Source: an optimization exercise on an open RTL-to-GDS flow (aim: small area). Production flows keep margins and buffers that such runs may drop.
In this exercise RTL edits were held to simulation tests only and were not proved equivalent to the original.
Power is estimated from default activity; no workload was simulated.

==> design.v <==
package systolic_pkg;
    localparam int ACT_W    = 9;
    localparam int WEIGHT_W = 9;
    localparam int PSUM_W   = 20;
    localparam int SLOT_W   = 4;
    typedef logic signed [ACT_W-1:0] act_t;
    typedef logic signed [WEIGHT_W-1:0] weight_t;
    typedef logic signed [PSUM_W-1:0] psum_t;
    typedef logic [SLOT_W-1:0] slot_t;
    typedef struct packed {
        logic    en;
        slot_t   slot;
        weight_t value;
    } weight_wr_t;
endpackage
module row_mac (
    input  logic [8:0]  a0, a1, a2, a3,
    input  logic [8:0]  w0, w1, w2, w3,
    input  logic [19:0] p,
    output logic [5:0]  lo,
    output logic [19:6] cxn,
    output logic [18:6] cyn
);
    logic [19:0] pn;
    assign pn = ~p;
    logic t0, t1;
    fa u_t0 (.a(~(a0[0] & w0[0])), .b(~(a1[0] & w1[0])), .c(~(a2[0] & w2[0])), .s(t0), .co(t1));
    logic t2, t3;
    fa u_t2 (.a(~(a3[0] & w3[0])), .b(t0), .c(pn[0]), .s(t2), .co(t3));
    logic t4, t5;
    fa u_t4 (.a(~(a0[0] & w0[1])), .b(~(a0[1] & w0[0])), .c(~(a1[0] & w1[1])), .s(t4), .co(t5));
    logic t6, t7;
    fa u_t6 (.a(~(a1[1] & w1[0])), .b(~(a2[0] & w2[1])), .c(~(a2[1] & w2[0])), .s(t6), .co(t7));
    logic t8, t9;
    fa u_t8 (.a(~(a3[0] & w3[1])), .b(~(a3[1] & w3[0])), .c(t1), .s(t8), .co(t9));
    logic t10, t11;
    fa u_t10 (.a(t4), .b(t6), .c(pn[1]), .s(t10), .co(t11));
    logic t12, t13;
    fa u_t12 (.a(t8), .b(t3), .c(t10), .s(t12), .co(t13));
    logic t14, t15;
    fa u_t14 (.a(~(a0[0] & w0[2])), .b(~(a0[1] & w0[1])), .c(~(a0[2] & w0[0])), .s(t14), .co(t15));
    logic t16, t17;
    fa u_t16 (.a(~(a1[0] & w1[2])), .b(~(a1[1] & w1[1])), .c(~(a1[2] & w1[0])), .s(t16), .co(t17));
    logic t18, t19;
    fa u_t18 (.a(~(a2[0] & w2[2])), .b(~(a2[1] & w2[1])), .c(~(a2[2] & w2[0])), .s(t18), .co(t19));
    logic t20, t21;
    fa u_t20 (.a(~(a3[0] & w3[2])), .b(~(a3[1] & w3[1])), .c(~(a3[2] & w3[0])), .s(t20), .co(t21));
    logic t22, t23;
    fa u_t22 (.a(t5), .b(t7), .c(t14), .s(t22), .co(t23));
    logic t24, t25;
    fa u_t24 (.a(t16), .b(t18), .c(t20), .s(t24), .co(t25));
    logic t26, t27;
    fa u_t26 (.a(pn[2]), .b(t9), .c(t22), .s(t26), .co(t27));
    logic t28, t29;
    fa u_t28 (.a(t24), .b(t11), .c(t26), .s(t28), .co(t29));
    logic t30, t31;
    han u_t30 (.a(t13), .b(t28), .s(t30), .co(t31));
    logic t32, t33;
    fa u_t32 (.a(~(a0[0] & w0[3])), .b(~(a0[1] & w0[2])), .c(~(a0[2] & w0[1])), .s(t32), .co(t33));
    logic t34, t35;
    fa u_t34 (.a(~(a0[3] & w0[0])), .b(~(a1[0] & w1[3])), .c(~(a1[1] & w1[2])), .s(t34), .co(t35));
    logic t36, t37;
    fa u_t36 (.a(~(a1[2] & w1[1])), .b(~(a1[3] & w1[0])), .c(~(a2[0] & w2[3])), .s(t36), .co(t37));
    logic t38, t39;
    fa u_t38 (.a(~(a2[1] & w2[2])), .b(~(a2[2] & w2[1])), .c(~(a2[3] & w2[0])), .s(t38), .co(t39));
    logic t40, t41;
    fa u_t40 (.a(~(a3[0] & w3[3])), .b(~(a3[1] & w3[2])), .c(~(a3[2] & w3[1])), .s(t40), .co(t41));
    logic t42, t43;
    fa u_t42 (.a(~(a3[3] & w3[0])), .b(t15), .c(t17), .s(t42), .co(t43));
    logic t44, t45;
    fa u_t44 (.a(t19), .b(t21), .c(t32), .s(t44), .co(t45));
    logic t46, t47;
    fa u_t46 (.a(t34), .b(t36), .c(t38), .s(t46), .co(t47));
    logic t48, t49;
    fa u_t48 (.a(t40), .b(pn[3]), .c(t23), .s(t48), .co(t49));
    logic t50, t51;
    fa u_t50 (.a(t25), .b(t42), .c(t44), .s(t50), .co(t51));
    logic t52, t53;
    fa u_t52 (.a(t46), .b(t27), .c(t48), .s(t52), .co(t53));
    logic t54, t55;
    fa u_t54 (.a(t50), .b(t29), .c(t52), .s(t54), .co(t55));
    logic t56, t57;
    han u_t56 (.a(t31), .b(t54), .s(t56), .co(t57));
    logic t58, t59;
    fa u_t58 (.a(~(a0[0] & w0[4])), .b(~(a0[1] & w0[3])), .c(~(a0[2] & w0[2])), .s(t58), .co(t59));
    logic t60, t61;
    fa u_t60 (.a(~(a0[3] & w0[1])), .b(~(a0[4] & w0[0])), .c(~(a1[0] & w1[4])), .s(t60), .co(t61));
    logic t62, t63;
    fa u_t62 (.a(~(a1[1] & w1[3])), .b(~(a1[2] & w1[2])), .c(~(a1[3] & w1[1])), .s(t62), .co(t63));
    logic t64, t65;
    fa u_t64 (.a(~(a1[4] & w1[0])), .b(~(a2[0] & w2[4])), .c(~(a2[1] & w2[3])), .s(t64), .co(t65));
    logic t66, t67;
    fa u_t66 (.a(~(a2[2] & w2[2])), .b(~(a2[3] & w2[1])), .c(~(a2[4] & w2[0])), .s(t66), .co(t67));
    logic t68, t69;
    fa u_t68 (.a(~(a3[0] & w3[4])), .b(~(a3[1] & w3[3])), .c(~(a3[2] & w3[2])), .s(t68), .co(t69));
    logic t70, t71;
    fa u_t70 (.a(~(a3[3] & w3[1])), .b(~(a3[4] & w3[0])), .c(t33), .s(t70), .co(t71));
    logic t72, t73;
    fa u_t72 (.a(t35), .b(t37), .c(t39), .s(t72), .co(t73));
    logic t74, t75;
    fa u_t74 (.a(t41), .b(t58), .c(t60), .s(t74), .co(t75));
    logic t76, t77;
    fa u_t76 (.a(t62), .b(t64), .c(t66), .s(t76), .co(t77));
    logic t78, t79;
    fa u_t78 (.a(t68), .b(pn[4]), .c(t43), .s(t78), .co(t79));
    logic t80, t81;
    fa u_t80 (.a(t45), .b(t47), .c(t70), .s(t80), .co(t81));
    logic t82, t83;
    fa u_t82 (.a(t72), .b(t74), .c(t76), .s(t82), .co(t83));
    logic t84, t85;
    fa u_t84 (.a(t49), .b(t78), .c(t51), .s(t84), .co(t85));
    logic t86, t87;
    fa u_t86 (.a(t80), .b(t82), .c(t53), .s(t86), .co(t87));
    logic t88, t89;
    fa u_t88 (.a(t84), .b(t55), .c(t86), .s(t88), .co(t89));
    logic t90, t91;
    han u_t90 (.a(t57), .b(t88), .s(t90), .co(t91));
    logic t92, t93;
    fa u_t92 (.a(~(a0[0] & w0[5])), .b(~(a0[1] & w0[4])), .c(~(a0[2] & w0[3])), .s(t92), .co(t93));
    logic t94, t95;
    fa u_t94 (.a(~(a0[3] & w0[2])), .b(~(a0[4] & w0[1])), .c(~(a0[5] & w0[0])), .s(t94), .co(t95));
    logic t96, t97;
    fa u_t96 (.a(~(a1[0] & w1[5])), .b(~(a1[1] & w1[4])), .c(~(a1[2] & w1[3])), .s(t96), .co(t97));
    logic t98, t99;
    fa u_t98 (.a(~(a1[3] & w1[2])), .b(~(a1[4] & w1[1])), .c(~(a1[5] & w1[0])), .s(t98), .co(t99));
    logic t100, t101;
    fa u_t100 (.a(~(a2[0] & w2[5])), .b(~(a2[1] & w2[4])), .c(~(a2[2] & w2[3])), .s(t100), .co(t101));
    logic t102, t103;
    fa u_t102 (.a(~(a2[3] & w2[2])), .b(~(a2[4] & w2[1])), .c(~(a2[5] & w2[0])), .s(t102), .co(t103));
    logic t104, t105;
    fa u_t104 (.a(~(a3[0] & w3[5])), .b(~(a3[1] & w3[4])), .c(~(a3[2] & w3[3])), .s(t104), .co(t105));
    logic t106, t107;
    fa u_t106 (.a(~(a3[3] & w3[2])), .b(~(a3[4] & w3[1])), .c(~(a3[5] & w3[0])), .s(t106), .co(t107));
    logic t108, t109;
    fa u_t108 (.a(t59), .b(t61), .c(t63), .s(t108), .co(t109));
    logic t110, t111;
    fa u_t110 (.a(t65), .b(t67), .c(t69), .s(t110), .co(t111));
    logic t112, t113;
    fa u_t112 (.a(t92), .b(t94), .c(t96), .s(t112), .co(t113));
    logic t114, t115;
    fa u_t114 (.a(t98), .b(t100), .c(t102), .s(t114), .co(t115));
    logic t116, t117;
    fa u_t116 (.a(t104), .b(t106), .c(pn[5]), .s(t116), .co(t117));
    logic t118, t119;
    fa u_t118 (.a(t71), .b(t73), .c(t75), .s(t118), .co(t119));
    logic t120, t121;
    fa u_t120 (.a(t77), .b(t108), .c(t110), .s(t120), .co(t121));
    logic t122, t123;
    fa u_t122 (.a(t112), .b(t114), .c(t79), .s(t122), .co(t123));
    logic t124, t125;
    fa u_t124 (.a(t116), .b(t81), .c(t83), .s(t124), .co(t125));
    logic t126, t127;
    fa u_t126 (.a(t118), .b(t120), .c(t122), .s(t126), .co(t127));
    logic t128, t129;
    fa u_t128 (.a(t85), .b(t124), .c(t87), .s(t128), .co(t129));
    logic t130, t131;
    fa u_t130 (.a(t126), .b(t89), .c(t128), .s(t130), .co(t131));
    logic t132, t133;
    han u_t132 (.a(t91), .b(t130), .s(t132), .co(t133));
    logic t134, t135;
    fa u_t134 (.a(~(a0[0] & w0[6])), .b(~(a0[1] & w0[5])), .c(~(a0[2] & w0[4])), .s(t134), .co(t135));
    logic t136, t137;
    fa u_t136 (.a(~(a0[3] & w0[3])), .b(~(a0[4] & w0[2])), .c(~(a0[5] & w0[1])), .s(t136), .co(t137));
    logic t138, t139;
    fa u_t138 (.a(~(a0[6] & w0[0])), .b(~(a1[0] & w1[6])), .c(~(a1[1] & w1[5])), .s(t138), .co(t139));
    logic t140, t141;
    fa u_t140 (.a(~(a1[2] & w1[4])), .b(~(a1[3] & w1[3])), .c(~(a1[4] & w1[2])), .s(t140), .co(t141));
    logic t142, t143;
    fa u_t142 (.a(~(a1[5] & w1[1])), .b(~(a1[6] & w1[0])), .c(~(a2[0] & w2[6])), .s(t142), .co(t143));
    logic t144, t145;
    fa u_t144 (.a(~(a2[1] & w2[5])), .b(~(a2[2] & w2[4])), .c(~(a2[3] & w2[3])), .s(t144), .co(t145));
    logic t146, t147;
    fa u_t146 (.a(~(a2[4] & w2[2])), .b(~(a2[5] & w2[1])), .c(~(a2[6] & w2[0])), .s(t146), .co(t147));
    logic t148, t149;
    fa u_t148 (.a(~(a3[0] & w3[6])), .b(~(a3[1] & w3[5])), .c(~(a3[2] & w3[4])), .s(t148), .co(t149));
    logic t150, t151;
    fa u_t150 (.a(~(a3[3] & w3[3])), .b(~(a3[4] & w3[2])), .c(~(a3[5] & w3[1])), .s(t150), .co(t151));
    logic t152, t153;
    fa u_t152 (.a(~(a3[6] & w3[0])), .b(t93), .c(t95), .s(t152), .co(t153));
    logic t154, t155;
    fa u_t154 (.a(t97), .b(t99), .c(t101), .s(t154), .co(t155));
    logic t156, t157;
    fa u_t156 (.a(t103), .b(t105), .c(t107), .s(t156), .co(t157));
    logic t158, t159;
    fa u_t158 (.a(t134), .b(t136), .c(t138), .s(t158), .co(t159));
    logic t160, t161;
    fa u_t160 (.a(t140), .b(t142), .c(t144), .s(t160), .co(t161));
    logic t162, t163;
    fa u_t162 (.a(t146), .b(t148), .c(t150), .s(t162), .co(t163));
    logic t164, t165;
    fa u_t164 (.a(pn[6]), .b(t109), .c(t111), .s(t164), .co(t165));
    logic t166, t167;
    fa u_t166 (.a(t113), .b(t115), .c(t152), .s(t166), .co(t167));
    logic t168, t169;
    fa u_t168 (.a(t154), .b(t156), .c(t158), .s(t168), .co(t169));
    logic t170, t171;
    fa u_t170 (.a(t160), .b(t162), .c(t117), .s(t170), .co(t171));
    logic t172, t173;
    fa u_t172 (.a(t119), .b(t121), .c(t164), .s(t172), .co(t173));
    logic t174, t175;
    fa u_t174 (.a(t166), .b(t168), .c(t123), .s(t174), .co(t175));
    logic t176, t177;
    fa u_t176 (.a(t170), .b(t125), .c(t172), .s(t176), .co(t177));
    logic t178, t179;
    fa u_t178 (.a(t127), .b(t174), .c(t176), .s(t178), .co(t179));
    logic t180, t181;
    fa u_t180 (.a(t129), .b(t178), .c(t131), .s(t180), .co(t181));
    logic t182, t183;
    fa u_t182 (.a(~(a0[0] & w0[7])), .b(~(a0[1] & w0[6])), .c(~(a0[2] & w0[5])), .s(t182), .co(t183));
    logic t184, t185;
    fa u_t184 (.a(~(a0[3] & w0[4])), .b(~(a0[4] & w0[3])), .c(~(a0[5] & w0[2])), .s(t184), .co(t185));
    logic t186, t187;
    fa u_t186 (.a(~(a0[6] & w0[1])), .b(~(a0[7] & w0[0])), .c(~(a1[0] & w1[7])), .s(t186), .co(t187));
    logic t188, t189;
    fa u_t188 (.a(~(a1[1] & w1[6])), .b(~(a1[2] & w1[5])), .c(~(a1[3] & w1[4])), .s(t188), .co(t189));
    logic t190, t191;
    fa u_t190 (.a(~(a1[4] & w1[3])), .b(~(a1[5] & w1[2])), .c(~(a1[6] & w1[1])), .s(t190), .co(t191));
    logic t192, t193;
    fa u_t192 (.a(~(a1[7] & w1[0])), .b(~(a2[0] & w2[7])), .c(~(a2[1] & w2[6])), .s(t192), .co(t193));
    logic t194, t195;
    fa u_t194 (.a(~(a2[2] & w2[5])), .b(~(a2[3] & w2[4])), .c(~(a2[4] & w2[3])), .s(t194), .co(t195));
    logic t196, t197;
    fa u_t196 (.a(~(a2[5] & w2[2])), .b(~(a2[6] & w2[1])), .c(~(a2[7] & w2[0])), .s(t196), .co(t197));
    logic t198, t199;
    fa u_t198 (.a(~(a3[0] & w3[7])), .b(~(a3[1] & w3[6])), .c(~(a3[2] & w3[5])), .s(t198), .co(t199));
    logic t200, t201;
    fa u_t200 (.a(~(a3[3] & w3[4])), .b(~(a3[4] & w3[3])), .c(~(a3[5] & w3[2])), .s(t200), .co(t201));
    logic t202, t203;
    fa u_t202 (.a(~(a3[6] & w3[1])), .b(~(a3[7] & w3[0])), .c(t135), .s(t202), .co(t203));
    logic t204, t205;
    fa u_t204 (.a(t137), .b(t139), .c(t141), .s(t204), .co(t205));
    logic t206, t207;
    fa u_t206 (.a(t143), .b(t145), .c(t147), .s(t206), .co(t207));
    logic t208, t209;
    fa u_t208 (.a(t149), .b(t151), .c(t182), .s(t208), .co(t209));
    logic t210, t211;
    fa u_t210 (.a(t184), .b(t186), .c(t188), .s(t210), .co(t211));
    logic t212, t213;
    fa u_t212 (.a(t190), .b(t192), .c(t194), .s(t212), .co(t213));
    logic t214, t215;
    fa u_t214 (.a(t196), .b(t198), .c(t200), .s(t214), .co(t215));
    logic t216, t217;
    fa u_t216 (.a(pn[7]), .b(t153), .c(t155), .s(t216), .co(t217));
    logic t218, t219;
    fa u_t218 (.a(t157), .b(t159), .c(t161), .s(t218), .co(t219));
    logic t220, t221;
    fa u_t220 (.a(t163), .b(t202), .c(t204), .s(t220), .co(t221));
    logic t222, t223;
    fa u_t222 (.a(t206), .b(t208), .c(t210), .s(t222), .co(t223));
    logic t224, t225;
    fa u_t224 (.a(t212), .b(t214), .c(t165), .s(t224), .co(t225));
    logic t226, t227;
    fa u_t226 (.a(t167), .b(t216), .c(t169), .s(t226), .co(t227));
    logic t228, t229;
    fa u_t228 (.a(t218), .b(t220), .c(t222), .s(t228), .co(t229));
    logic t230, t231;
    fa u_t230 (.a(t171), .b(t173), .c(t224), .s(t230), .co(t231));
    logic t232, t233;
    fa u_t232 (.a(t226), .b(t228), .c(t175), .s(t232), .co(t233));
    logic t234, t235;
    fa u_t234 (.a(t177), .b(t230), .c(t232), .s(t234), .co(t235));
    logic t236, t237;
    han u_t236 (.a(t179), .b(t234), .s(t236), .co(t237));
    logic t238, t239;
    fa u_t238 (.a((a0[0] & w0[8])), .b(~(a0[1] & w0[7])), .c(~(a0[2] & w0[6])), .s(t238), .co(t239));
    logic t240, t241;
    fa u_t240 (.a(~(a0[3] & w0[5])), .b(~(a0[4] & w0[4])), .c(~(a0[5] & w0[3])), .s(t240), .co(t241));
    logic t242, t243;
    fa u_t242 (.a(~(a0[6] & w0[2])), .b(~(a0[7] & w0[1])), .c((a0[8] & w0[0])), .s(t242), .co(t243));
    logic t244, t245;
    fa u_t244 (.a((a1[0] & w1[8])), .b(~(a1[1] & w1[7])), .c(~(a1[2] & w1[6])), .s(t244), .co(t245));
    logic t246, t247;
    fa u_t246 (.a(~(a1[3] & w1[5])), .b(~(a1[4] & w1[4])), .c(~(a1[5] & w1[3])), .s(t246), .co(t247));
    logic t248, t249;
    fa u_t248 (.a(~(a1[6] & w1[2])), .b(~(a1[7] & w1[1])), .c((a1[8] & w1[0])), .s(t248), .co(t249));
    logic t250, t251;
    fa u_t250 (.a((a2[0] & w2[8])), .b(~(a2[1] & w2[7])), .c(~(a2[2] & w2[6])), .s(t250), .co(t251));
    logic t252, t253;
    fa u_t252 (.a(~(a2[3] & w2[5])), .b(~(a2[4] & w2[4])), .c(~(a2[5] & w2[3])), .s(t252), .co(t253));
    logic t254, t255;
    fa u_t254 (.a(~(a2[6] & w2[2])), .b(~(a2[7] & w2[1])), .c((a2[8] & w2[0])), .s(t254), .co(t255));
    logic t256, t257;
    fa u_t256 (.a((a3[0] & w3[8])), .b(~(a3[1] & w3[7])), .c(~(a3[2] & w3[6])), .s(t256), .co(t257));
    logic t258, t259;
    fa u_t258 (.a(~(a3[3] & w3[5])), .b(~(a3[4] & w3[4])), .c(~(a3[5] & w3[3])), .s(t258), .co(t259));
    logic t260, t261;
    fa u_t260 (.a(~(a3[6] & w3[2])), .b(~(a3[7] & w3[1])), .c((a3[8] & w3[0])), .s(t260), .co(t261));
    logic t262, t263;
    fa u_t262 (.a(t183), .b(t185), .c(t187), .s(t262), .co(t263));
    logic t264, t265;
    fa u_t264 (.a(t189), .b(t191), .c(t193), .s(t264), .co(t265));
    logic t266, t267;
    fa u_t266 (.a(t195), .b(t197), .c(t199), .s(t266), .co(t267));
    logic t268, t269;
    fa u_t268 (.a(t201), .b(t238), .c(t240), .s(t268), .co(t269));
    logic t270, t271;
    fa u_t270 (.a(t242), .b(t244), .c(t246), .s(t270), .co(t271));
    logic t272, t273;
    fa u_t272 (.a(t248), .b(t250), .c(t252), .s(t272), .co(t273));
    logic t274, t275;
    fa u_t274 (.a(t254), .b(t256), .c(t258), .s(t274), .co(t275));
    logic t276, t277;
    fa u_t276 (.a(t260), .b(pn[8]), .c(t203), .s(t276), .co(t277));
    logic t278, t279;
    fa u_t278 (.a(t205), .b(t207), .c(t209), .s(t278), .co(t279));
    logic t280, t281;
    fa u_t280 (.a(t211), .b(t213), .c(t215), .s(t280), .co(t281));
    logic t282, t283;
    fa u_t282 (.a(t262), .b(t264), .c(t266), .s(t282), .co(t283));
    logic t284, t285;
    fa u_t284 (.a(t268), .b(t270), .c(t272), .s(t284), .co(t285));
    logic t286, t287;
    fa u_t286 (.a(t274), .b(t217), .c(t219), .s(t286), .co(t287));
    logic t288, t289;
    fa u_t288 (.a(t221), .b(t276), .c(t223), .s(t288), .co(t289));
    logic t290, t291;
    fa u_t290 (.a(t278), .b(t280), .c(t282), .s(t290), .co(t291));
    logic t292, t293;
    fa u_t292 (.a(t284), .b(t225), .c(t227), .s(t292), .co(t293));
    logic t294, t295;
    fa u_t294 (.a(t286), .b(t229), .c(t288), .s(t294), .co(t295));
    logic t296, t297;
    fa u_t296 (.a(t290), .b(t231), .c(t292), .s(t296), .co(t297));
    logic t298, t299;
    fa u_t298 (.a(t294), .b(t233), .c(t296), .s(t298), .co(t299));
    logic t300, t301;
    han u_t300 (.a(t235), .b(t298), .s(t300), .co(t301));
    logic t302, t303;
    fa u_t302 (.a((a0[1] & w0[8])), .b(~(a0[2] & w0[7])), .c(~(a0[3] & w0[6])), .s(t302), .co(t303));
    logic t304, t305;
    fa u_t304 (.a(~(a0[4] & w0[5])), .b(~(a0[5] & w0[4])), .c(~(a0[6] & w0[3])), .s(t304), .co(t305));
    logic t306, t307;
    fa u_t306 (.a(~(a0[7] & w0[2])), .b((a0[8] & w0[1])), .c((a1[1] & w1[8])), .s(t306), .co(t307));
    logic t308, t309;
    fa u_t308 (.a(~(a1[2] & w1[7])), .b(~(a1[3] & w1[6])), .c(~(a1[4] & w1[5])), .s(t308), .co(t309));
    logic t310, t311;
    fa u_t310 (.a(~(a1[5] & w1[4])), .b(~(a1[6] & w1[3])), .c(~(a1[7] & w1[2])), .s(t310), .co(t311));
    logic t312, t313;
    fa u_t312 (.a((a1[8] & w1[1])), .b((a2[1] & w2[8])), .c(~(a2[2] & w2[7])), .s(t312), .co(t313));
    logic t314, t315;
    fa u_t314 (.a(~(a2[3] & w2[6])), .b(~(a2[4] & w2[5])), .c(~(a2[5] & w2[4])), .s(t314), .co(t315));
    logic t316, t317;
    fa u_t316 (.a(~(a2[6] & w2[3])), .b(~(a2[7] & w2[2])), .c((a2[8] & w2[1])), .s(t316), .co(t317));
    logic t318, t319;
    fa u_t318 (.a((a3[1] & w3[8])), .b(~(a3[2] & w3[7])), .c(~(a3[3] & w3[6])), .s(t318), .co(t319));
    logic t320, t321;
    fa u_t320 (.a(~(a3[4] & w3[5])), .b(~(a3[5] & w3[4])), .c(~(a3[6] & w3[3])), .s(t320), .co(t321));
    logic t322, t323;
    fa u_t322 (.a(~(a3[7] & w3[2])), .b((a3[8] & w3[1])), .c(t239), .s(t322), .co(t323));
    logic t324, t325;
    fa u_t324 (.a(t241), .b(t243), .c(t245), .s(t324), .co(t325));
    logic t326, t327;
    fa u_t326 (.a(t247), .b(t249), .c(t251), .s(t326), .co(t327));
    logic t328, t329;
    fa u_t328 (.a(t253), .b(t255), .c(t257), .s(t328), .co(t329));
    logic t330, t331;
    fa u_t330 (.a(t259), .b(t261), .c(t302), .s(t330), .co(t331));
    logic t332, t333;
    fa u_t332 (.a(t304), .b(t306), .c(t308), .s(t332), .co(t333));
    logic t334, t335;
    fa u_t334 (.a(t310), .b(t312), .c(t314), .s(t334), .co(t335));
    logic t336, t337;
    fa u_t336 (.a(t316), .b(t318), .c(t320), .s(t336), .co(t337));
    logic t338, t339;
    fa u_t338 (.a(pn[9]), .b(t263), .c(t265), .s(t338), .co(t339));
    logic t340, t341;
    fa u_t340 (.a(t267), .b(t269), .c(t271), .s(t340), .co(t341));
    logic t342, t343;
    fa u_t342 (.a(t273), .b(t275), .c(t322), .s(t342), .co(t343));
    logic t344, t345;
    fa u_t344 (.a(t324), .b(t326), .c(t328), .s(t344), .co(t345));
    logic t346, t347;
    fa u_t346 (.a(t330), .b(t332), .c(t334), .s(t346), .co(t347));
    logic t348, t349;
    fa u_t348 (.a(t336), .b(t277), .c(t279), .s(t348), .co(t349));
    logic t350, t351;
    fa u_t350 (.a(t281), .b(t283), .c(t338), .s(t350), .co(t351));
    logic t352, t353;
    fa u_t352 (.a(t285), .b(t340), .c(t342), .s(t352), .co(t353));
    logic t354, t355;
    fa u_t354 (.a(t344), .b(t346), .c(t287), .s(t354), .co(t355));
    logic t356, t357;
    fa u_t356 (.a(t289), .b(t291), .c(t348), .s(t356), .co(t357));
    logic t358, t359;
    fa u_t358 (.a(t350), .b(t352), .c(t293), .s(t358), .co(t359));
    logic t360, t361;
    fa u_t360 (.a(t354), .b(t295), .c(t356), .s(t360), .co(t361));
    logic t362, t363;
    fa u_t362 (.a(t297), .b(t358), .c(t360), .s(t362), .co(t363));
    logic t364, t365;
    han u_t364 (.a(t299), .b(t362), .s(t364), .co(t365));
    logic t366, t367;
    fa u_t366 (.a((a0[2] & w0[8])), .b(~(a0[3] & w0[7])), .c(~(a0[4] & w0[6])), .s(t366), .co(t367));
    logic t368, t369;
    fa u_t368 (.a(~(a0[5] & w0[5])), .b(~(a0[6] & w0[4])), .c(~(a0[7] & w0[3])), .s(t368), .co(t369));
    logic t370, t371;
    fa u_t370 (.a((a0[8] & w0[2])), .b((a1[2] & w1[8])), .c(~(a1[3] & w1[7])), .s(t370), .co(t371));
    logic t372, t373;
    fa u_t372 (.a(~(a1[4] & w1[6])), .b(~(a1[5] & w1[5])), .c(~(a1[6] & w1[4])), .s(t372), .co(t373));
    logic t374, t375;
    fa u_t374 (.a(~(a1[7] & w1[3])), .b((a1[8] & w1[2])), .c((a2[2] & w2[8])), .s(t374), .co(t375));
    logic t376, t377;
    fa u_t376 (.a(~(a2[3] & w2[7])), .b(~(a2[4] & w2[6])), .c(~(a2[5] & w2[5])), .s(t376), .co(t377));
    logic t378, t379;
    fa u_t378 (.a(~(a2[6] & w2[4])), .b(~(a2[7] & w2[3])), .c((a2[8] & w2[2])), .s(t378), .co(t379));
    logic t380, t381;
    fa u_t380 (.a((a3[2] & w3[8])), .b(~(a3[3] & w3[7])), .c(~(a3[4] & w3[6])), .s(t380), .co(t381));
    logic t382, t383;
    fa u_t382 (.a(~(a3[5] & w3[5])), .b(~(a3[6] & w3[4])), .c(~(a3[7] & w3[3])), .s(t382), .co(t383));
    logic t384, t385;
    fa u_t384 (.a((a3[8] & w3[2])), .b(t303), .c(t305), .s(t384), .co(t385));
    logic t386, t387;
    fa u_t386 (.a(t307), .b(t309), .c(t311), .s(t386), .co(t387));
    logic t388, t389;
    fa u_t388 (.a(t313), .b(t315), .c(t317), .s(t388), .co(t389));
    logic t390, t391;
    fa u_t390 (.a(t319), .b(t321), .c(t366), .s(t390), .co(t391));
    logic t392, t393;
    fa u_t392 (.a(t368), .b(t370), .c(t372), .s(t392), .co(t393));
    logic t394, t395;
    fa u_t394 (.a(t374), .b(t376), .c(t378), .s(t394), .co(t395));
    logic t396, t397;
    fa u_t396 (.a(t380), .b(t382), .c(pn[10]), .s(t396), .co(t397));
    logic t398, t399;
    fa u_t398 (.a(t323), .b(t325), .c(t327), .s(t398), .co(t399));
    logic t400, t401;
    fa u_t400 (.a(t329), .b(t331), .c(t333), .s(t400), .co(t401));
    logic t402, t403;
    fa u_t402 (.a(t335), .b(t337), .c(t384), .s(t402), .co(t403));
    logic t404, t405;
    fa u_t404 (.a(t386), .b(t388), .c(t390), .s(t404), .co(t405));
    logic t406, t407;
    fa u_t406 (.a(t392), .b(t394), .c(t339), .s(t406), .co(t407));
    logic t408, t409;
    fa u_t408 (.a(t396), .b(t341), .c(t343), .s(t408), .co(t409));
    logic t410, t411;
    fa u_t410 (.a(t345), .b(t398), .c(t347), .s(t410), .co(t411));
    logic t412, t413;
    fa u_t412 (.a(t400), .b(t402), .c(t404), .s(t412), .co(t413));
    logic t414, t415;
    fa u_t414 (.a(t349), .b(t351), .c(t406), .s(t414), .co(t415));
    logic t416, t417;
    fa u_t416 (.a(t353), .b(t408), .c(t410), .s(t416), .co(t417));
    logic t418, t419;
    fa u_t418 (.a(t412), .b(t355), .c(t357), .s(t418), .co(t419));
    logic t420, t421;
    fa u_t420 (.a(t414), .b(t416), .c(t359), .s(t420), .co(t421));
    logic t422, t423;
    fa u_t422 (.a(t361), .b(t418), .c(t420), .s(t422), .co(t423));
    logic t424, t425;
    han u_t424 (.a(t363), .b(t365), .s(t424), .co(t425));
    logic t426, t427;
    ha u_t426 (.a((a0[3] & w0[8])), .b(~(a0[4] & w0[7])), .s(t426), .co(t427));
    logic t428, t429;
    fa u_t428 (.a(~(a0[5] & w0[6])), .b(~(a0[6] & w0[5])), .c(~(a0[7] & w0[4])), .s(t428), .co(t429));
    logic t430, t431;
    fa u_t430 (.a((a0[8] & w0[3])), .b((a1[3] & w1[8])), .c(~(a1[4] & w1[7])), .s(t430), .co(t431));
    logic t432, t433;
    fa u_t432 (.a(~(a1[5] & w1[6])), .b(~(a1[6] & w1[5])), .c(~(a1[7] & w1[4])), .s(t432), .co(t433));
    logic t434, t435;
    fa u_t434 (.a((a1[8] & w1[3])), .b((a2[3] & w2[8])), .c(~(a2[4] & w2[7])), .s(t434), .co(t435));
    logic t436, t437;
    fa u_t436 (.a(~(a2[5] & w2[6])), .b(~(a2[6] & w2[5])), .c(~(a2[7] & w2[4])), .s(t436), .co(t437));
    logic t438, t439;
    fa u_t438 (.a((a2[8] & w2[3])), .b((a3[3] & w3[8])), .c(~(a3[4] & w3[7])), .s(t438), .co(t439));
    logic t440, t441;
    fa u_t440 (.a(~(a3[5] & w3[6])), .b(~(a3[6] & w3[5])), .c(~(a3[7] & w3[4])), .s(t440), .co(t441));
    logic t442, t443;
    fa u_t442 (.a((a3[8] & w3[3])), .b(t367), .c(t369), .s(t442), .co(t443));
    logic t444, t445;
    fa u_t444 (.a(t371), .b(t373), .c(t375), .s(t444), .co(t445));
    logic t446, t447;
    fa u_t446 (.a(t377), .b(t379), .c(t381), .s(t446), .co(t447));
    logic t448, t449;
    fa u_t448 (.a(t383), .b(t426), .c(t428), .s(t448), .co(t449));
    logic t450, t451;
    fa u_t450 (.a(t430), .b(t432), .c(t434), .s(t450), .co(t451));
    logic t452, t453;
    fa u_t452 (.a(t436), .b(t438), .c(t440), .s(t452), .co(t453));
    logic t454, t455;
    fa u_t454 (.a(pn[11]), .b(t385), .c(t387), .s(t454), .co(t455));
    logic t456, t457;
    fa u_t456 (.a(t389), .b(t391), .c(t393), .s(t456), .co(t457));
    logic t458, t459;
    fa u_t458 (.a(t395), .b(t442), .c(t444), .s(t458), .co(t459));
    logic t460, t461;
    fa u_t460 (.a(t446), .b(t448), .c(t450), .s(t460), .co(t461));
    logic t462, t463;
    fa u_t462 (.a(t452), .b(t397), .c(t399), .s(t462), .co(t463));
    logic t464, t465;
    fa u_t464 (.a(t401), .b(t403), .c(t454), .s(t464), .co(t465));
    logic t466, t467;
    fa u_t466 (.a(t405), .b(t456), .c(t458), .s(t466), .co(t467));
    logic t468, t469;
    fa u_t468 (.a(t460), .b(t407), .c(t409), .s(t468), .co(t469));
    logic t470, t471;
    fa u_t470 (.a(t462), .b(t411), .c(t464), .s(t470), .co(t471));
    logic t472, t473;
    fa u_t472 (.a(t413), .b(t466), .c(t415), .s(t472), .co(t473));
    logic t474, t475;
    fa u_t474 (.a(t468), .b(t417), .c(t470), .s(t474), .co(t475));
    logic t476, t477;
    fa u_t476 (.a(t419), .b(t472), .c(t474), .s(t476), .co(t477));
    logic t478, t479;
    fa u_t478 (.a(t421), .b(t476), .c(t423), .s(t478), .co(t479));
    logic t480, t481;
    fa u_t480 (.a((a0[4] & w0[8])), .b(~(a0[5] & w0[7])), .c(~(a0[6] & w0[6])), .s(t480), .co(t481));
    logic t482, t483;
    fa u_t482 (.a(~(a0[7] & w0[5])), .b((a0[8] & w0[4])), .c((a1[4] & w1[8])), .s(t482), .co(t483));
    logic t484, t485;
    fa u_t484 (.a(~(a1[5] & w1[7])), .b(~(a1[6] & w1[6])), .c(~(a1[7] & w1[5])), .s(t484), .co(t485));
    logic t486, t487;
    fa u_t486 (.a((a1[8] & w1[4])), .b((a2[4] & w2[8])), .c(~(a2[5] & w2[7])), .s(t486), .co(t487));
    logic t488, t489;
    fa u_t488 (.a(~(a2[6] & w2[6])), .b(~(a2[7] & w2[5])), .c((a2[8] & w2[4])), .s(t488), .co(t489));
    logic t490, t491;
    fa u_t490 (.a((a3[4] & w3[8])), .b(~(a3[5] & w3[7])), .c(~(a3[6] & w3[6])), .s(t490), .co(t491));
    logic t492, t493;
    fa u_t492 (.a(~(a3[7] & w3[5])), .b((a3[8] & w3[4])), .c(t427), .s(t492), .co(t493));
    logic t494, t495;
    fa u_t494 (.a(t429), .b(t431), .c(t433), .s(t494), .co(t495));
    logic t496, t497;
    fa u_t496 (.a(t435), .b(t437), .c(t439), .s(t496), .co(t497));
    logic t498, t499;
    fa u_t498 (.a(t441), .b(t480), .c(t482), .s(t498), .co(t499));
    logic t500, t501;
    fa u_t500 (.a(t484), .b(t486), .c(t488), .s(t500), .co(t501));
    logic t502, t503;
    fa u_t502 (.a(t490), .b(pn[12]), .c(t443), .s(t502), .co(t503));
    logic t504, t505;
    fa u_t504 (.a(t445), .b(t447), .c(t449), .s(t504), .co(t505));
    logic t506, t507;
    fa u_t506 (.a(t451), .b(t453), .c(t492), .s(t506), .co(t507));
    logic t508, t509;
    fa u_t508 (.a(t494), .b(t496), .c(t498), .s(t508), .co(t509));
    logic t510, t511;
    fa u_t510 (.a(t500), .b(t455), .c(t457), .s(t510), .co(t511));
    logic t512, t513;
    fa u_t512 (.a(t459), .b(t502), .c(t461), .s(t512), .co(t513));
    logic t514, t515;
    fa u_t514 (.a(t504), .b(t506), .c(t508), .s(t514), .co(t515));
    logic t516, t517;
    fa u_t516 (.a(t463), .b(t465), .c(t467), .s(t516), .co(t517));
    logic t518, t519;
    fa u_t518 (.a(t510), .b(t512), .c(t514), .s(t518), .co(t519));
    logic t520, t521;
    fa u_t520 (.a(t469), .b(t471), .c(t516), .s(t520), .co(t521));
    logic t522, t523;
    fa u_t522 (.a(t518), .b(t473), .c(t475), .s(t522), .co(t523));
    logic t524, t525;
    fa u_t524 (.a(t520), .b(t477), .c(t522), .s(t524), .co(t525));
    logic t526, t527;
    fa u_t526 (.a((a0[5] & w0[8])), .b(~(a0[6] & w0[7])), .c(~(a0[7] & w0[6])), .s(t526), .co(t527));
    logic t528, t529;
    fa u_t528 (.a((a0[8] & w0[5])), .b((a1[5] & w1[8])), .c(~(a1[6] & w1[7])), .s(t528), .co(t529));
    logic t530, t531;
    fa u_t530 (.a(~(a1[7] & w1[6])), .b((a1[8] & w1[5])), .c((a2[5] & w2[8])), .s(t530), .co(t531));
    logic t532, t533;
    fa u_t532 (.a(~(a2[6] & w2[7])), .b(~(a2[7] & w2[6])), .c((a2[8] & w2[5])), .s(t532), .co(t533));
    logic t534, t535;
    fa u_t534 (.a((a3[5] & w3[8])), .b(~(a3[6] & w3[7])), .c(~(a3[7] & w3[6])), .s(t534), .co(t535));
    logic t536, t537;
    fa u_t536 (.a((a3[8] & w3[5])), .b(t481), .c(t483), .s(t536), .co(t537));
    logic t538, t539;
    fa u_t538 (.a(t485), .b(t487), .c(t489), .s(t538), .co(t539));
    logic t540, t541;
    fa u_t540 (.a(t491), .b(t526), .c(t528), .s(t540), .co(t541));
    logic t542, t543;
    fa u_t542 (.a(t530), .b(t532), .c(t534), .s(t542), .co(t543));
    logic t544, t545;
    fa u_t544 (.a(pn[13]), .b(t493), .c(t495), .s(t544), .co(t545));
    logic t546, t547;
    fa u_t546 (.a(t497), .b(t499), .c(t501), .s(t546), .co(t547));
    logic t548, t549;
    fa u_t548 (.a(t536), .b(t538), .c(t540), .s(t548), .co(t549));
    logic t550, t551;
    fa u_t550 (.a(t542), .b(t503), .c(t505), .s(t550), .co(t551));
    logic t552, t553;
    fa u_t552 (.a(t507), .b(t544), .c(t509), .s(t552), .co(t553));
    logic t554, t555;
    fa u_t554 (.a(t546), .b(t548), .c(t511), .s(t554), .co(t555));
    logic t556, t557;
    fa u_t556 (.a(t513), .b(t550), .c(t515), .s(t556), .co(t557));
    logic t558, t559;
    fa u_t558 (.a(t552), .b(t517), .c(t554), .s(t558), .co(t559));
    logic t560, t561;
    fa u_t560 (.a(t519), .b(t556), .c(t521), .s(t560), .co(t561));
    logic t562, t563;
    fa u_t562 (.a(t558), .b(t523), .c(t560), .s(t562), .co(t563));
    logic t564, t565;
    fa u_t564 (.a((a0[6] & w0[8])), .b(~(a0[7] & w0[7])), .c((a0[8] & w0[6])), .s(t564), .co(t565));
    logic t566, t567;
    fa u_t566 (.a((a1[6] & w1[8])), .b(~(a1[7] & w1[7])), .c((a1[8] & w1[6])), .s(t566), .co(t567));
    logic t568, t569;
    fa u_t568 (.a((a2[6] & w2[8])), .b(~(a2[7] & w2[7])), .c((a2[8] & w2[6])), .s(t568), .co(t569));
    logic t570, t571;
    fa u_t570 (.a((a3[6] & w3[8])), .b(~(a3[7] & w3[7])), .c((a3[8] & w3[6])), .s(t570), .co(t571));
    logic t572, t573;
    fa u_t572 (.a(t527), .b(t529), .c(t531), .s(t572), .co(t573));
    logic t574, t575;
    fa u_t574 (.a(t533), .b(t535), .c(t564), .s(t574), .co(t575));
    logic t576, t577;
    fa u_t576 (.a(t566), .b(t568), .c(t570), .s(t576), .co(t577));
    logic t578, t579;
    fa u_t578 (.a(pn[14]), .b(t537), .c(t539), .s(t578), .co(t579));
    logic t580, t581;
    fa u_t580 (.a(t541), .b(t543), .c(t572), .s(t580), .co(t581));
    logic t582, t583;
    fa u_t582 (.a(t574), .b(t576), .c(t545), .s(t582), .co(t583));
    logic t584, t585;
    fa u_t584 (.a(t547), .b(t578), .c(t549), .s(t584), .co(t585));
    logic t586, t587;
    fa u_t586 (.a(t580), .b(t551), .c(t582), .s(t586), .co(t587));
    logic t588, t589;
    fa u_t588 (.a(t553), .b(t584), .c(t555), .s(t588), .co(t589));
    logic t590, t591;
    fa u_t590 (.a(t586), .b(t557), .c(t559), .s(t590), .co(t591));
    logic t592, t593;
    fa u_t592 (.a(t588), .b(t561), .c(t590), .s(t592), .co(t593));
    logic t594, t595;
    fa u_t594 (.a((a0[7] & w0[8])), .b((a0[8] & w0[7])), .c((a1[7] & w1[8])), .s(t594), .co(t595));
    logic t596, t597;
    fa u_t596 (.a((a1[8] & w1[7])), .b((a2[7] & w2[8])), .c((a2[8] & w2[7])), .s(t596), .co(t597));
    logic t598, t599;
    fa u_t598 (.a((a3[7] & w3[8])), .b((a3[8] & w3[7])), .c(t565), .s(t598), .co(t599));
    logic t600, t601;
    fa u_t600 (.a(t567), .b(t569), .c(t571), .s(t600), .co(t601));
    logic t602, t603;
    fa u_t602 (.a(t594), .b(t596), .c(pn[15]), .s(t602), .co(t603));
    logic t604, t605;
    fa u_t604 (.a(t573), .b(t575), .c(t577), .s(t604), .co(t605));
    logic t606, t607;
    fa u_t606 (.a(t598), .b(t600), .c(t579), .s(t606), .co(t607));
    logic t608, t609;
    fa u_t608 (.a(t602), .b(t581), .c(t604), .s(t608), .co(t609));
    logic t610, t611;
    fa u_t610 (.a(t583), .b(t606), .c(t585), .s(t610), .co(t611));
    logic t612, t613;
    fa u_t612 (.a(t608), .b(t587), .c(t610), .s(t612), .co(t613));
    logic t614, t615;
    fa u_t614 (.a(t589), .b(t612), .c(t591), .s(t614), .co(t615));
    logic t616, t617;
    fa u_t616 (.a(~(a0[8] & w0[8])), .b(~(a1[8] & w1[8])), .c(~(a2[8] & w2[8])), .s(t616), .co(t617));
    logic t618, t619;
    fa u_t618 (.a(~(a3[8] & w3[8])), .b(t595), .c(t597), .s(t618), .co(t619));
    logic t620, t621;
    fa u_t620 (.a(t616), .b(pn[16]), .c(t599), .s(t620), .co(t621));
    logic t622, t623;
    fa u_t622 (.a(t601), .b(t618), .c(t603), .s(t622), .co(t623));
    logic t624, t625;
    fa u_t624 (.a(t605), .b(t620), .c(t607), .s(t624), .co(t625));
    logic t626, t627;
    fa u_t626 (.a(t622), .b(t609), .c(t624), .s(t626), .co(t627));
    logic t628, t629;
    fa u_t628 (.a(t611), .b(t626), .c(t613), .s(t628), .co(t629));
    logic t630, t631;
    fa u_t630 (.a(t617), .b(pn[17]), .c(t619), .s(t630), .co(t631));
    logic t632, t633;
    fa u_t632 (.a(t621), .b(t630), .c(t623), .s(t632), .co(t633));
    logic t634, t635;
    fa u_t634 (.a(t625), .b(t632), .c(t627), .s(t634), .co(t635));
    logic t636, t637;
    fa u_t636 (.a(pn[18]), .b(t631), .c(t633), .s(t636), .co(t637));
    assign lo[0] = ~t2;
    assign lo[1] = ~t12;
    assign lo[2] = ~t30;
    assign lo[3] = ~t56;
    assign lo[4] = ~t90;
    assign lo[5] = ~t132;
    assign cxn[6] = t133;
    assign cyn[6] = t180;
    assign cxn[7] = t236;
    assign cyn[7] = t181;
    assign cxn[8] = t237;
    assign cyn[8] = t300;
    assign cxn[9] = t301;
    assign cyn[9] = t364;
    assign cxn[10] = t422;
    assign cyn[10] = t424;
    assign cxn[11] = t425;
    assign cyn[11] = t478;
    assign cxn[12] = t524;
    assign cyn[12] = t479;
    assign cxn[13] = t525;
    assign cyn[13] = t562;
    assign cxn[14] = t563;
    assign cyn[14] = t592;
    assign cxn[15] = t593;
    assign cyn[15] = t614;
    assign cxn[16] = t628;
    assign cyn[16] = t615;
    assign cxn[17] = t634;
    assign cyn[17] = t629;
    assign cxn[18] = t636;
    assign cyn[18] = t635;
    assign cxn[19] = (1'b0 ^ pn[19] ^ t637);
endmodule
module fa (
    input  logic a, b, c,
    output logic s, co
);
    assign s  = a ^ b ^ c;
    assign co = (a & b) | (a & c) | (b & c);
endmodule
module ha (
    input  logic a, b,
    output logic s, co
);
    assign s  = a ^ b;
    assign co = a & b;
endmodule
module han (
    input  logic a, b,
    output logic s, co
);
    xnor_g u_s  (.a(a), .b(b), .y(s));
    or_g   u_co (.a(a), .b(b), .y(co));
endmodule
module xnor_g (
    input  logic a, b,
    output logic y
);
    assign y = ~(a ^ b);
endmodule
module or_g (
    input  logic a, b,
    output logic y
);
    assign y = a | b;
endmodule
module out_add (
    input  logic [19:6] xn,
    input  logic [18:6] yn,
    output logic [19:6] s
);
    logic [18:6] g, p;
    logic [19:6] c;
    out_pg    u_pg  (.x (xn[18:6]), .y (yn), .g (g), .p (p));
    out_carry u_cy  (.g (g), .p (p), .c (c));
    out_sum   u_sum (.x (xn), .p (p), .c (c), .s (s));
endmodule
module out_pg (
    input  logic [18:6] x, y,
    output logic [18:6] g, p
);
    assign g = x & y;
    assign p = x ^ y;
endmodule
module out_carry (
    input  logic [18:6] g, p,
    output logic [19:6] c
);
    assign c[6] = 1'b1;
    for (genvar i = 6; i < 19; i++) begin : g_c
        if (1 && (i - 6) % 2 == 1) begin : g_skip
            logic gg, pp;
            ao21_g u_g (.a (p[i]), .b (g[i-1]), .c (g[i]), .y (gg));
            and_g  u_p (.a (p[i]), .b (p[i-1]), .y (pp));
            ao21_g u_c (.a (pp), .b (c[i-1]), .c (gg), .y (c[i+1]));
        end else begin : g_one
            ao21_g u_c (.a (p[i]), .b (c[i]), .c (g[i]), .y (c[i+1]));
        end
    end
endmodule
module ao21_g (
    input  logic a, b, c,
    output logic y
);
    assign y = (a & b) | c;
endmodule
module and_g (
    input  logic a, b,
    output logic y
);
    assign y = a & b;
endmodule
module out_sum (
    input  logic [19:6] x,
    input  logic [18:6] p,
    input  logic [19:6] c,
    output logic [19:6] s
);
    assign s[18:6] = ~(p ^ c[18:6]);
    assign s[19] = x[19] ^ c[19];
endmodule
module systolic_array
(
    input  logic                      clk_in,
    input  logic                      rst_in,
    input  logic                      load_weight_in,
    input  systolic_pkg::weight_t     weight_in,
    input  systolic_pkg::act_t  [3:0] act_col_in,
    input  systolic_pkg::psum_t [3:0] psum_row_in,
    output systolic_pkg::psum_t [3:0] psum_row_out,
    output systolic_pkg::act_t  [3:0] act_col_out
);
    localparam int SPLIT = 6;
    logic [3:0] slot_cnt;
    always_ff @(posedge clk_in or negedge rst_in) begin
        if (!rst_in)              slot_cnt <= '0;
        else if (!load_weight_in) slot_cnt <= '0;
        else                      slot_cnt <= slot_cnt + 4'd1;
    end
    logic                  wen1, wen2, wen3;
    logic [3:0]            wslot1;      
    logic [1:0]            wrow2, wrow3;
    logic                  wcol2;       
    systolic_pkg::weight_t wval1, wval2, wval3;
    always_ff @(posedge clk_in or negedge rst_in) begin
        if (!rst_in) begin
            wen1 <= 1'b0;
            wen2 <= 1'b0;
            wen3 <= 1'b0;
        end else begin
            wen1 <= load_weight_in & (slot_cnt[1:0] != 2'd3);
            wen2 <= wen1 & (wslot1[1:0] != 2'd2);
            wen3 <= wen2 & ~wcol2;
        end
    end
    always_ff @(posedge clk_in) begin
        wslot1 <= slot_cnt;
        wrow2  <= wslot1[3:2];
        wcol2  <= wslot1[0];
        wrow3  <= wrow2;
        wval1  <= weight_in;
        wval2  <= wval1;
        wval3  <= wval2;
    end
    systolic_pkg::weight_t wbank [4][4];
    for (genvar r = 0; r < 4; r++) begin : g_wr
        localparam logic [1:0] ROW = r;
        always_ff @(posedge clk_in or negedge rst_in) begin
            if (!rst_in) begin
                for (int c = 0; c < 4; c++) wbank[r][c] <= '0;
            end else begin
                if (load_weight_in && slot_cnt == {ROW, 2'd3}) wbank[r][3] <= weight_in;
                if (wen1 && wslot1 == {ROW, 2'd2})             wbank[r][2] <= wval1;
                if (wen2 && wcol2 && wrow2 == ROW)         wbank[r][1] <= wval2;
                if (wen3 && wrow3 == ROW)                  wbank[r][0] <= wval3;
            end
        end
    end
    systolic_pkg::act_t act_d [7][4];
    for (genvar c = 0; c < 4; c++) begin : g_act
        localparam int DEPTH = (c == 0) ? 7 : (c == 1) ? 6 : 5;
        always_ff @(posedge clk_in or negedge rst_in) begin
            if (!rst_in) begin
                for (int d = 0; d < DEPTH; d++) act_d[d][c] <= '0;
            end else begin
                act_d[0][c] <= act_col_in[c];
                for (int d = 1; d < DEPTH; d++) act_d[d][c] <= act_d[d-1][c];
            end
        end
        assign act_col_out[c] = act_d[4][c];
    end
    for (genvar r = 0; r < 4; r++) begin : g_row
        logic [SPLIT-1:0]  lo, lo_q;
        logic [19:SPLIT]   cxn, cxn_q;
        logic [18:SPLIT]   cyn, cyn_q;
        row_mac u_mac (
            .a0 (act_d[3+r][0]), .a1 (act_d[2+r][1]), .a2 (act_d[1+r][2]), .a3 (act_d[r][3]),
            .w0 (wbank[r][0]),   .w1 (wbank[r][1]),   .w2 (wbank[r][2]),   .w3 (wbank[r][3]),
            .p  (psum_row_in[r]),
            .lo (lo), .cxn (cxn), .cyn (cyn)
        );
        always_ff @(posedge clk_in or negedge rst_in) begin
            if (!rst_in) begin
                lo_q  <= '0;
                cxn_q <= '1;
                cyn_q <= '1;
            end else begin
                lo_q  <= lo;
                cxn_q <= cxn;
                cyn_q <= cyn;
            end
        end
        out_add u_add (.xn (cxn_q), .yn (cyn_q), .s (psum_row_out[r][19:SPLIT]));
        assign psum_row_out[r][SPLIT-1:0] = lo_q;
    end
endmodule
==> flow/run.sh <==
#!/bin/bash
# Layout flow: the standard ORFS flow (standard.sh, standard synthesis
# unchanged) with two layout-only changes:
#  - the port buffers that placement inserts use the smallest buffer cell
#    (every input and output port still gets its own buffer);
#  - clock tree synthesis inserts no dummy loads.
# make's full output goes to standard.log in the work folder; ORFS keeps each
# tool's own log under orfs/logs/.
set -euo pipefail
bash standard.sh \
    "BUFFER_PORTS_ARGS=-buffer_cell sky130_fd_sc_hd__buf_1" \
    "CTS_ARGS=-sink_clustering_enable -repair_clock_nets -dont_use_dummy_load -sink_clustering_size 20 -sink_clustering_max_diameter 100" \
    finish > standard.log 2>&1
==> standard.sh <==
#!/bin/bash
# synth_recipe.tcl (not shown) runs the flow's synth.tcl, then flattens the netlist and writes it again
# the make line also repeats each setting of config.mk as NAME=value (left out here)
make -C /OpenROAD-flow-scripts/flow DESIGN_CONFIG=/design/flow/config.mk WORK_HOME=/design/flow/orfs CLKGATE_MAP_FILE= SYNTH_SCRIPT=/design/flow/synth_recipe.tcl "${@:-finish}"
==> config.mk <==
export PLATFORM = sky130hd
export DESIGN_NAME = systolic_array
export DESIGN_NICKNAME = systolic_array
export VERILOG_FILES = /design/flow/design.v
export SDC_FILE = /design/flow/constraint.sdc
export NUM_CORES = 4
export LEC_CHECK = 0
export CAP_MARGIN = 0
export CORE_MARGIN = 2
export CORE_UTILIZATION = 60
export SLEW_MARGIN = 0
export SYNTH_HIERARCHICAL = 1
==> constraint.sdc <==
create_clock -name core_clock -period 5.4 [get_ports {clk_in}]
set_input_delay 1.0800 -clock core_clock [delete_from_list [all_inputs] [get_ports {clk_in}]]
set_output_delay 1.0800 -clock core_clock [all_outputs]
set_load 0.01 [all_outputs]
==> results of run 1 <==
[cell families (layout without fill, tap and decap cells)]
family / Yosys count / count (layout) / share of synthesized area
compound gates: 76 / 76 / 0.01098
simple gates: 1380 / 1380 / 0.1177
xor+xnor: 94 / 94 / 0.01585
other cells: 4 / 16 / 0.0002889
buf+inv: 471 / 484 / 0.07926
mux: 144 / 144 / 0.03186
flops: 526 / 526 / 0.2525
fa+ha+maj: 1297 / 1297 / 0.4916
[cell type report]
type | count | area share
well taps | 1144 | 0.02736
diodes | 4 | 0.0001913
repair buffers | 349 | 0.03367
multi-input cells | 3003 | 0.6642
inverters | 100 | 0.007174
flip-flops and latches | 526 | 0.2507
clock buffers | 35 | 0.01674
[critical path, stage by stage, from the launching register on]
cell and delay, ns:
dfrtp_1 0.92, nand2_1 0.17, fa_1 0.52, fa_1 0.42
fa_1 0.45, fa_1 0.49, fa_1 0.39, fa_1 0.40
fa_1 0.47, fa_1 0.41, fa_1 0.50
[cells in the mapped netlist, drive strengths merged]
cell / count
nand4: 3
nor2b: 4
inv: 100
nand4b: 4
a21o: 76
dfrtp: 382
xor2: 5
and4b: 1
conb: 4
buf: 371
nor3: 2
or2: 32
nand3: 2
and4bb: 1
nand2: 1043
and2b: 2
dfstp: 108
ha: 57
xnor2: 89
and2: 283
mux2: 144
nor3b: 1
dfxtp: 36
nand3b: 2
fa: 1240
[per-module statistics from Yosys (local to each module, per instance), a selection]
module / flops+latches / cell area (µm²)
systolic_array: 526 / 15110
xnor_g: 0 / 8.758
ha: 0 / 12.51
out_carry: 0 / 11.26
out_pg: 0 / 162.7
or_g: 0 / 6.256
fa: 0 / 20.02
and_g: 0 / 6.256
ao21_g: 0 / 7.507
[sequential cells by signal, summed over array words and instances (netlist names), 2 cells and up]
name and cells:
g_row.lo_q 24, wbank 144, wslot1 4, slot_cnt 4, wrow3 2, wval2 9
g_row.cyn_q 52, wval1 9, wval3 9, wrow2 2, act_d 207, g_row.cxn_q 56
[power breakdown]
part | internal (mW) | switching [mW] | total, mW
combinational | 13.4 | 14.6 | 28.0
sequential | 5.79 | 1.01 | 6.79
clock | 1.15 | 1.39 | 2.55
total | 20.3 | 17.0 | 37.4
[stage by stage]
| step | instance area (µm²) | utilization | std cells | worst slack [ns] | hold slack (ns) |
|---|---|---|---|---|---|
| 6_report | 52320 | 0.6116 | 5161 | 0.1992 | 0.3473 |
| 5_1_grt | 52310 | 0.6115 | 5157 | 0.1151 | 0.3531 |
| 4_1_cts | 52310 | 0.6115 | 5157 | 0.2331 | 0.3489 |
| 3_5_place_dp | 51440 | 0.6013 | 5122 | 0.2916 | 0.3347 |
| 3_3_place_gp | 51440 | 0.6013 | 5122 | 0.3238 | 0.3341 |
| 2_1_floorplan | 51980 | - | 4000 | 0.7184 | 0.3312 |
[per-layer routing]
metal  global-route usage  vias up
met5                    0        -
met4               0.1305        4
met3              0.07139      339
met2               0.5817     1664
met1               0.4943    16520
li1                     -    11900
[path summary, 6_finish.rpt]
kind / slack, ns / cells after the start / end / start
hold / removal: 0.35 / 0 / act_d[9][0] / act_d[5][0]
hold reg to reg: 0.35 / 0 / act_d[9][0] / act_d[5][0]
setup / recovery: 0.20 / 10 / g_row[1].cyn_q[11] / act_d[10][4]
min in group asynchronous: 0.46 / 1 / g_row[2].lo_q[4] / rst_in
setup reg to reg: 0.20 / 10 / g_row[1].cyn_q[11] / act_d[10][4]
max in group asynchronous: 3.47 / 2 / act_d[17][1] / rst_in
==> run summary, run 1 <==
* CTS resizes at 0
* Critical Path AT at 5.73 ns
* RSZ-0062 raised after global routing: false
* GRT Resource Usage Total at 0.3608
* Hold WC Path Type: reg -> reg
* Fmax at 192.3 MHz
* DR WL met2 at 73500 µm
* Routability cong. at 0.9984
* Outcome: complete, no violations
* Worst-Margin Slew at 1.357 ns
* Layout cells sized above 1 at 0.1012
* Setup crit end kind: flip-flop
* Port buffer count at 243
* Worst rel slew slack at 0.09516
* Remaining DRCs at 0
* Cell Area, Synth at 0.05195 mm²
* Rows at 107
* Commonest non-fill, non-tap cell in the layout: fa_1
* Fillers at 6749
* Area contributors post-synth: fa_1, dfrtp_1, nand2_1
* Effective utilization at floorplan at 0.6073
* First-pass DRT Iterations at 6
* Global-route wire length before repair at 231400 µm
* Die H at 298.3 µm
* CTS tree: built
* Final Cycle Share at 0.9631
* Peak fanout along the critical path at 10
* Post-DP HPWL at 126400 µm
* Vias in the first global route at 35400
* Sink Count at 526
* Full die area at 0.08896 mm²
* Area delta synth->final at 0.7153%
* CTS buffer count at 35
* Wire length on met3 at 13280 µm
* Final Hold Vio Count at 0
* Wl on met1 at 58120 µm
* CP Class: reg -> reg
* Final wirelength at 151400 µm
* Number of max-cap violations at 0
* Overall Power at 37.36 mW
* Core Area at 0.08555 mm²
* Avg Inst Size Synth at 13.01 µm²
* CTS Buffer Depth at 3
* Synth Warn # at 11
* Initial DRC Count at 2645
* Combined area of the multi-input logic cells at 0.03475 mm²
* Post-synth top area share at 0.4778
* Fin Clk Skew at 0.04139 ns
* Clock Latency Late Sink at 0.60 ns
* Hold-fix buffers, CTS at 0
* Leakage at 18.06 nW
* Max layer used: met5
* DR vias at 30430
* Max Slew Vio Count at 0
* Critical Path Start Type: flip-flop
* Post-synth top area cell: fa_1
* Min Tclk post-route at 5.201 ns
* Post-CTS Setup Inserts at 0
* #FFs+latches synth at 526
* Pwr dens at 714.1 mW/mm²
* Fin Setup TNS at 0 ns
* DIE WIDTH at 298.3 µm
* Sequential cell area at 0.01312 mm²
* Num ports at 244
* Most frequent cells in the layout: fa_1, nand2_1, dfrtp_1
* Setup Viol. Count Final at 0
* Syn Inst Count at 3992
* H-tree depth at 2
* Worst-path clk slew at 0.08 ns
* Initial antenna violation count at 7
* Post-synthesis sequential area ratio at 0.2525
* VDD IR max at 2.121 mV
* DR WL/cell at 29.34 µm
* Global route overflow at 0
* Vias per cell at 5.895
* Final Net Count at 5440
* Post-synthesis cell type count at 30
* CP required at 5.93 ns
* Root buf cell: clkbuf_16
* Largest net degree at the start of global routing at 139
* Post-DRT Antenna Nets at 0
==> run 2: changes to the inputs <==
--- a/flow/run.sh
+++ b/flow/run.sh
@@ -10,4 +10,4 @@
 bash standard.sh \
     "BUFFER_PORTS_ARGS=-buffer_cell sky130_fd_sc_hd__buf_1" \
-    "CTS_ARGS=-sink_clustering_enable -repair_clock_nets -dont_use_dummy_load -sink_clustering_size 20 -sink_clustering_max_diameter 100" \
+    "CTS_ARGS=-sink_clustering_enable -repair_clock_nets -dont_use_dummy_load" \
     finish > standard.log 2>&1
==> run 2 against run 1 <==
- register-to-register slack improved by 0.05 ns
- synthesized cell count did not move
- routed wire length rose by 0.35%
- clock-buffer cell count rose by 22
- sequential share of layout area fell by 0.26 points
- largest cell class unchanged
==> run summary, run 2 <==
* Post-synth top area share at 0.4778 (unchanged)
* Area delta synth->final at 1.789%
* Core Area at 0.08555 mm² (unchanged)
* Core Util, Final at 0.6181 (+0.006523)
* Post-CTS Setup Inserts at 0 (unchanged)
* Worst rel slew slack at 0.08831 (-0.006851)
* Rows at 107 (unchanged)
* Post-synthesis sequential area ratio at 0.2525 (unchanged)
* Final Hold Vio Count at 0 (unchanged)
* Setup Viol. Count Final at 0 (unchanged)
* Remaining DRCs at 0 (unchanged)
* Worst Hold Path Cells at 0 (unchanged)
* Final Net Count at 5462 (+0.40%)
* Max Slew Vio Count at 0 (unchanged)
* Effective utilization at floorplan at 0.6073 (unchanged)
* Hold WC Path Type: reg -> reg
* #FFs+latches synth at 526 (unchanged)
* CP Class: reg -> reg
* Fillers at 6674 (-1.1%)
* Reg2Reg Depth at 10 (unchanged)
* Area contributors post-synth: fa_1, dfrtp_1, nand2_1
* GRT Resource Usage Total at 0.3622 (+0.001370)
* Synth Warn # at 11 (unchanged)
* Vias per cell at 5.878 (-0.29%)
* Reg with most FFs: act_d
* Full die area at 0.08896 mm² (unchanged)
* Most common cell in the synthesized netlist: fa_1
* Largest registers: act_d: 207 flops, wbank: 144 flops, g_row.cxn_q: 56 flops
* Peak fanout along the critical path at 10 (unchanged)
* Post-synth top area cell: fa_1
* Avg Inst Size Synth at 13.01 µm² (unchanged)
* Final Cycle Share at 0.9542 (-0.008943)
* Fin Setup TNS at 0 ns (unchanged)
* Vias in the first global route at 35730 (+0.95%)
* Design Area, Final at 0.05288 mm² (+1.1%)
* Port buffer count at 243 (unchanged)
* Layout cells sized above 1 at 0.1061 (+0.004901)
* CTS Buffer Depth at 3 (unchanged)
* DIE WIDTH at 298.3 µm (unchanged)
* Commonest non-fill, non-tap cell in the layout: fa_1
* Root buf cell: clkbuf_16
* CP required at 5.97 ns (+0.04 ns)
* DP Area at 0.05144 mm² (unchanged)
* VDD IR max at 2.109 mV (-0.56%)
* Setup crit end kind: flip-flop
* Post-synth ARST share at 0.9316 (unchanged)
* Sink Count at 526 (unchanged)
* Most frequent cells in the layout: fa_1, nand2_1, dfrtp_1
* Die H at 298.3 µm (unchanged)
* Top cells by instance count after synthesis: fa_1, nand2_1, dfrtp_1
* R2R Setup Slk at 0.25 ns (+0.05 ns)
* Post-DRT Antenna Nets at 0 (unchanged)
* H-tree depth at 2 (unchanged)
* Number of synthesized flops with an enable pin at 0 (unchanged)
* First-pass DRT Iterations at 6 (unchanged)
* RR Startpoint: act_d[10][4]
* Hold-fix buffers, CTS at 0 (unchanged)
* Initial antenna violation count at 8 (+1)
* Post-synth top flop: dfrtp_1
* Worst-path clk slew at 0.06 ns (-0.02 ns)
* DR WL/cell at 29.30 µm (-0.13%)
* Cell Area, Synth at 0.05195 mm² (unchanged)
* Number of max-cap violations at 0 (unchanged)
* Largest net degree at the start of global routing at 139 (unchanged)
* CTS tree: built
* Syn Inst Count at 3992 (unchanged)
* Global-route wire length before repair at 232300 µm (+0.40%)
* Initial DRC Count at 2663 (+0.68%)
* RR Endpoint: g_row[1].cyn_q[11]
* Leakage at 18.33 nW (+1.5%)
* Critical Path Start Type: flip-flop
* Fmax at 194.1 MHz (+0.94%)
* Post-DP HPWL at 126400 µm (unchanged)
* Outcome: complete, no violations
* CP startpoint: act_d[10][4]
* Fin Clk Skew at 0.05980 ns (+0.01841 ns)
* Worst-Margin Slew at 1.368 ns (+0.01028 ns)
* CTS resizes at 0 (unchanged)
* Final wirelength at 152000 µm (+0.35%)
* Num ports at 244 (unchanged)
* Pwr dens at 724.6 mW/mm² (+1.5%)
* Min Tclk post-route at 5.152 ns (-0.04829 ns)
* RSZ-0062 raised after global routing: false
* Clock Latency Late Sink at 0.67 ns (+0.07 ns)
* Max reg flops at 207 (unchanged)
* CTS buffer count at 57 (+63%)
* Global route overflow at 0 (unchanged)
* Post-synthesis cell type count at 30 (unchanged)
* Routability cong. at 0.9984 (unchanged)
* CP endpoint: g_row[1].cyn_q[11]
* Critical Path AT at 5.72 ns (about the same)
* DR vias at 30490 (+0.19%)
run 2: cell counts after synthesis:
Identical to the previous run, type by type.
run 2: per-module statistics from Yosys, one instance, submodules excluded, excerpt:
| module | flip-flops and latches | copies in the design | cell area (µm²) |
|---|---|---|---|
| out_pg | 0 | 4 | 162.7 |
| xnor_g | 0 | 32 | 8.758 |
| fa | 0 | 1240 | 20.02 |
| out_carry | 0 | 4 | 11.26 |
| row_mac | 0 | 4 | 2395 |
| systolic_array | 526 | 1 | 15110 |
| ha | 0 | 4 | 12.51 |
run 2: worst min path at each step:
stage	end	from	slack, ns
after global routing	act_d[5][2]	act_d[1][2]	0.34
final	act_d[5][2]	act_d[1][2]	0.34
after CTS	act_d[5][2]	act_d[1][2]	0.34
after global placement	act_d[4][7]	act_d[0][7]	0.33
after detailed placement	act_d[5][4]	act_d[1][4]	0.33
after floorplan	act_d[12][0]	act_d[8][0]	0.33
run 2: cells by family (layout without fill, tap and decap cells):
family / count (synthesis) / count (layout) / synth area share
buffers and inverters: 471 / 506 / 0.07926
DFF: 526 / 526 / 0.2525
AOI/OAI and AO/OA: 76 / 76 / 0.01098
other: 4 / 19 / 0.0002889
and+or+nand+nor: 1380 / 1380 / 0.1177
xor gates and xnor gates: 94 / 94 / 0.01585
muxes: 144 / 144 / 0.03186
adders and majority gates: 1297 / 1297 / 0.4916
run 2: report_power, final:
| part | switching [mW] | total [mW] | internal [mW] | leakage (nW) |
|---|---|---|---|---|
| registers | 1.01 | 6.80 | 5.79 | 6.14 |
| logic | 14.7 | 28.1 | 13.4 | 11.5 |
| clock network | 1.55 | 3.38 | 1.83 | 0.702 |
run 2: through the flow:
step,hold WS (ns),setup slack [ns],power (mW),instances
floorplan,0.3312,0.7184,36.48,4000
global placement,0.3341,0.3238,34.39,5122
detailed placement,0.3347,0.2916,34.96,5122
CTS,0.3409,0.2630,38.96,5179
global route,0.3430,0.1176,42.19,5179
finish,0.3387,0.2475,38.32,5186
run 2: critical path: stages, from the launching register on:
cell	delay [ns]
dfrtp_1	0.90
nand2_1	0.18
fa_1	0.53
fa_1	0.41
fa_1	0.44
fa_1	0.48
fa_1	0.39
fa_1	0.39
fa_1	0.46
fa_1	0.40
fa_1	0.49
run 2: cell type report:
class,count,area [µm²],share of cell area
diodes,7,17.52,0.0003313
clock buffers,57,1426,0.02697
inverters,100,375.4,0.007098
multi-input cells,3003,34750,0.6572
flip-flops and latches,526,13120,0.2481
well taps,1144,1431,0.02707
repair buffers,349,1762,0.03331
run 2: routing by layer:
layer  vias up  share of wire  GRT usage
li1      11940              -          -
met4         4          0.045     0.1380
met1     16560           0.39     0.4895
met3       369          0.084    0.07759
met5         -        0.00018          0
met2      1614           0.48     0.5834

-- static timing again, ports no longer ideal --
The results above use ideal ports. As a check the final layouts listed here were re-extracted and re-timed, cells and wires unchanged. Step 1, drivers: a clkbuf_16 drives clk_in and a buf_2 each remaining input, both assumed. Step 2 times the ports against the registers' clock, not the clock port: input delays grow and output delays shrink by t, the midpoint of the rising clock arrivals with the driver on. Three values: ideal, step 1, step 2; two values: the first two.
run | t, ns | setup WS [ns] | clock arrival spread, ns
run 1 | 0.645 | 0.199 / 0.199 / 0.199 | 0.043 / 0.043
run 2 | 0.712 | 0.248 / 0.248 / 0.248 | 0.060 / 0.060
After both steps every run listed still meets setup and hold.
